What follows belongs to an exercise in optimizing a design on an open flow for small area, a short achievable clock period and few clock cycles per item; a production flow would make more cautious choices.
At most, simulation tests tie the RTL to the original design; equivalence was not proved.

Setup of run a:
// samplerz_top
module samplerz_top (
  input  logic          clk,
  input  logic          rst_i,
  input  logic          din_val_i,
  input  logic [31:0]   mu_i,         
  input  logic [15:0]   inv_sigma_sqr_div_2_i,
  input  logic          rand_val_i,
  input  logic [161:0]  rand_i,       
  output logic          ready_o,
  output logic          request_rand_o,
  output logic          dout_val_o,
  output logic [15:0]   w_o
);
  logic din_acc, deliv, pre1, pre2, pre3, shift;
  samplerz_pkg::frac_t  r_q;
  samplerz_pkg::scale_t inv_s_q;
  samplerz_pkg::z_t     floor_mu_q;
  always_ff @(posedge clk) begin
    if (din_acc) begin
      floor_mu_q <= mu_i[31:16];
      r_q        <= mu_i[15:0];
      inv_s_q    <= inv_sigma_sqr_div_2_i;
    end
  end
  logic [15:0] opa_q, opb_q;
  logic [31:0] prod;
  logic [31:0] sr_q, sr2_q;
  always_ff @(posedge clk) begin
    opa_q <= din_acc ? mu_i[15:0] : inv_s_q;
    opb_q <= din_acc ? mu_i[15:0] : pre1 ? prod[31:16] : r_q;
  end
  samplerz_mul i_samplerz_mul (
    .a_i (opa_q),
    .b_i (opb_q),
    .p_o (prod)
  );
  always_ff @(posedge clk) begin
    if (pre2) sr2_q <= prod;
    if (pre3) sr_q  <= prod;
  end
  logic [4:0] z0_c [2];
  logic [4:0] cnt_c [2];
  for (genvar g = 0; g < 2; g++) begin : g_lane
    base_sampler i_base_sampler (
      .rand72_i (rand_i[g*81+9 +: 72]),
      .z0_o     (z0_c[g])
    );
    ber_exp i_ber_exp (
      .rand8_i (rand_i[g*81+1 +: 8]),
      .cnt_o   (cnt_c[g])
    );
  end
  logic [8:0] usq_c [2];
  logic [5:0] nz_c [2];
  for (genvar g = 0; g < 2; g++) begin : g_lane_val
    assign usq_c[g] = samplerz_pkg::ZSQ_TABLE({rand_i[g*81], z0_c[g]});
    assign nz_c[g]  = {rand_i[g*81], z0_c[g] ^ {5{rand_i[g*81]}}};   
  end
  logic [8:0] usq_0_q, usq_1_q;
  logic [5:0] nz_0_q, nz_1_q;
  logic [4:0] cnt_0_q, cnt_1_q;
  always_ff @(posedge clk) begin
    if (deliv) begin
      usq_0_q <= usq_c[0];
      nz_0_q  <= nz_c[0];
      cnt_0_q <= cnt_c[0];
    end else if (shift) begin
      usq_0_q <= usq_1_q;
      nz_0_q  <= nz_1_q;
      cnt_0_q <= cnt_1_q;
    end
  end
  always_ff @(posedge clk) begin
    if (deliv) begin
      usq_1_q <= usq_c[1];
      nz_1_q  <= nz_c[1];
      cnt_1_q <= cnt_c[1];
    end
  end
  logic             accept;
  logic [5:0]       nz;
  ...
make LEC_CHECK=0 CAP_MARGIN=20 CORE_MARGIN=2 CORE_UTILIZATION=40 SLEW_MARGIN=20 finish   # period 14.0 ns
run.sh (not shown) runs the stock make flow with config.mk's settings and CLKGATE_MAP_FILE= SYNTH_SCRIPT=/design/flow/synth_recipe.tcl, a recipe that flattens the netlist after the stock synthesis.
Edits applied to the flow inputs when going from run a to run b:
Settings: PLACE_DENSITY: unset -> 0.75; CORE_UTILIZATION: 40 -> 65.
The flow did not stop early for run b: all stages ran, and the layout cleared the timing, DRC and antenna checks. Run a closes out successfully: all stages finished, all timing, DRC and antenna checks passed. In the metrics for run a and run b, the one carrying the higher register-to-register slack is run b. Final design area excluding fillers (lower): run b. Of run a and run b, the higher critical path depth belongs to run b. Die area | run b < run a. A first element of the critical path of nz_0_q[3] is what run a shows, while nz_0_q[2] belongs to run b.
No functional check of the RTL was part of any run of this note.

* * *

samplerz_top, a different RTL version from the one above (not shown whole).
Size: about 5,200 cells after synthesis, about 230 I/O pins.
clock: 14.0 ns
lec_check: 0
abc_area: 1
cap_margin: 40
core_margin: 2
core_utilization: 40
setup_slack_margin: 5
slew_margin: 60
standard.sh (not shown) runs the stock make flow with config.mk's settings and CLKGATE_MAP_FILE= SYNTH_SCRIPT=/design/flow/synth_recipe.tcl, a recipe that flattens the netlist after the stock synthesis.
==> flow/flow/run.sh <==
#!/bin/bash
set -euo pipefail
bash standard.sh SETUP_SLACK_MARGIN=9 finish > flow_make.log 2>&1
The starting point finished clean.
Testbench counts at the start, summed over its fixed seeds: cycles 83,315, samples 12,000.
Then changed:
==> flow/flow/run.sh (replaced) <==
#!/bin/bash
set -euo pipefail
bash standard.sh SETUP_SLACK_MARGIN=7 finish > flow_make.log 2>&1
Settings changed: ABC_AREA 1 to default.
=> Count of clock-buffer cells in the layout came out lower by 3; worst setup slack loses 1.1 ns; maximum frequency came out lower by 15%; routed wire length came out lower by 16%; flip-flop and latch count does not change; critical path depth came out lower by 11; sequential share of layout area came out higher by 2.7 points.
Then changed:
==> flow/flow/run.sh (replaced) <==
#!/bin/bash
set -euo pipefail
bash standard.sh SETUP_SLACK_MARGIN=10 finish > flow_make.log 2>&1
The new run finished with timing, DRC and antenna clean.
Via count is higher by 6.0%.
Wire length came out higher by 9.3%.
Utilization grows by 6.0 points.
Global-route usage grows by 1.9 points.
Fmax goes up by 8.8%.
Hold slack loses 0.0045 ns.
Then changed:
==> flow/flow/run.sh (replaced) <==
#!/bin/bash
set -euo pipefail
bash standard.sh SETUP_SLACK_MARGIN=8 finish > flow_make.log 2>&1
- via count went down by a few percent
- die area stays the same
- routed wire length went down by a few percent
- first-iteration DRC count went down by roughly a tenth
- cell count went down slightly
- clock skew went up by 0.0066 ns
Then changed:
Settings changed: ABC_AREA from default to 1, CAP_MARGIN 40 to 20, SLEW_MARGIN 60 to 20.
The changed run ran to the end with no violations; via count goes up by 6.6%; routed wire length came out higher by 3.0%; core utilization drops by 0.76 points; area after synthesis rose by 1.9%; worst setup slack gets better by 0.55 ns; non-clock buffer count drops by 57.
Then changed:
Settings changed: CAP_MARGIN 20 to 40, SLEW_MARGIN 20 to 60.
Result:
- first-iteration DRC count drops by about 0.54%

* * *

samplerz_top again, from the RTL that the note above started with.
Design samplerz_top, start of the top module:
module samplerz_top (
  input  logic          clk,
  input  logic          rst_i,
  input  logic          din_val_i,
  input  logic [31:0]   mu_i,         
  input  logic [15:0]   inv_sigma_sqr_div_2_i,
  input  logic          rand_val_i,
  input  logic [161:0]  rand_i,       
  output logic          ready_o,
  output logic          request_rand_o,
  output logic          dout_val_o,
  output logic [15:0]   w_o
);
export LEC_CHECK = 0
export ABC_AREA = 1
export CAP_MARGIN = 40
export CORE_MARGIN = 2
export CORE_UTILIZATION = 40
export SETUP_SLACK_MARGIN = 5
export SLEW_MARGIN = 60
create_clock -name core_clock -period 14.0 [get_ports {clk}]
==> flow/flow/run.sh <==
#!/bin/bash
set -euo pipefail
bash standard.sh SETUP_SLACK_MARGIN=7 finish > flow_make.log 2>&1
Testbench counts at the start, summed over its fixed seeds: cycles 83,315, samples 12,000.
Next try:
==> flow/flow/run.sh (replaced) <==
#!/bin/bash
set -euo pipefail
bash standard.sh SETUP_SLACK_MARGIN=8 finish > flow_make.log 2>&1
CORE_UTILIZATION = 55   (was 40)
Result: The changed run finished clean. Core utilization climbs by 19 points. Via count increases by 3.1%. Sequential share of layout area went down by 0.31 points. Routed wire length goes up by 1.1%.
Next try:
ABC_AREA = default   (was 1)
CAP_MARGIN = 20   (was 40)
CORE_UTILIZATION = 40   (was 55)
SLEW_MARGIN = 20   (was 60)
The new run passed the timing, DRC and antenna checks.
Final cell count shrinks by roughly a tenth.
Synthesized cell count shrinks by about a fifth.
Die area grows by a quarter to a third.
First-iteration DRC count goes down by roughly a tenth.
Clock skew falls by 20 ps.
Next try:
==> flow/run.sh (new file) <==
#!/bin/bash
# synth_recipe.tcl (not shown) runs the flow's synth.tcl, then flattens the netlist and writes it again
# the make line also repeats each setting of config.mk as NAME=value (left out here)
make -C /OpenROAD-flow-scripts/flow DESIGN_CONFIG=/design/flow/config.mk WORK_HOME=/design/flow/orfs CLKGATE_MAP_FILE= SYNTH_SCRIPT=/design/flow/synth_recipe.tcl finish
CAP_MARGIN = 40   (was 20)
SLEW_MARGIN = 60   (was 20)
removed: flow/flow/run.sh
removed: flow/standard.sh
=> Synthesized area is unchanged. Cell count decreases by about 3%. First-iteration DRC count decreases by about 4%. Worst setup slack gets worse by 980 ps. Maximum frequency decreases by about 13%. Die area does not change. Global-route usage decreases by 1.1 points. Clock skew increases by 6.9 ps. Via count decreases by 3.9%.

[afterwards: timing with drivers on the ports]
How much do the figures lean on ideal ports? The routed layouts below were timed once more, with nothing changed but the port constraints.
Step 1 sets driving cells, clkbuf_16 on the clock port and buf_2 on the other inputs (assumed; they add their load-dependent delay and slew).
Step 2 adds t to the input delays and takes it off the output delays; t is the mean of the earliest and latest rising clock arrival at the registers after step 1. Input paths then give back, and output paths get back, about the clock's delay inside the block.
Slacks: ideal / step 1 / step 2; pairs: ideal / step 1.
| run | shift t [ns] | setup slack, ns | worst hold slack (ns) | worst setup path at the end | slew at the worst register clock pin (ns) |
|---|---|---|---|---|---|
| run a | 0.639 | 6.307 / 6.307 / 6.307 | 0.471 / 0.471 / 0.471 | register to register | 0.07 / 0.07 |
| run b | 0.621 | 6.333 / 6.333 / 6.333 | 0.463 / 0.463 / 0.463 | register to register | 0.06 / 0.06 |
| the first run of note 2 | 0.617 | 8.216 / 8.216 / 8.216 | 0.468 / 0.468 / 0.468 | register to register | 0.06 / 0.06 |
| the second run of note 2 | 0.661 | 7.162 / 7.206 / 6.545 | 0.457 / 0.457 / 0.457 | input to register | 0.07 / 0.07 |
| the third run of note 2 | 0.656 | 7.718 / 7.718 / 7.385 | 0.453 / 0.453 / 0.453 | input to register | 0.07 / 0.07 |
| the fourth run of note 2 | 0.627 | 7.548 / 7.548 / 7.293 | 0.475 / 0.475 / 0.475 | input to register | 0.07 / 0.07 |
| the fifth run of note 2 | 0.621 | 8.095 / 8.136 / 7.515 | 0.465 / 0.465 / 0.465 | input to register | 0.07 / 0.07 |
| the sixth run of note 2 | 0.613 | 8.127 / 8.163 / 7.550 | 0.460 / 0.460 / 0.460 | input to register | 0.07 / 0.07 |
| the first run of note 3 | 0.611 | 7.455 / 7.455 / 7.183 | 0.461 / 0.461 / 0.461 | input to register | 0.07 / 0.07 |
| the second run of note 3 | 0.608 | 8.041 / 8.041 / 7.549 | 0.459 / 0.459 / 0.459 | input to register | 0.07 / 0.07 |
| the third run of note 3 | 0.621 | 7.591 / 7.591 / 7.255 | 0.475 / 0.475 / 0.475 | input to register | 0.07 / 0.07 |
| the fourth run of note 3 | 0.660 | 6.610 / 6.610 / 6.329 | 0.457 / 0.457 / 0.457 | input to register | 0.07 / 0.07 |
After both steps setup and hold are still met in every run listed. The setup slack of the second run of note 2, which loses most, moves by +0.044 ns with the drivers and by -0.617 ns with both steps.
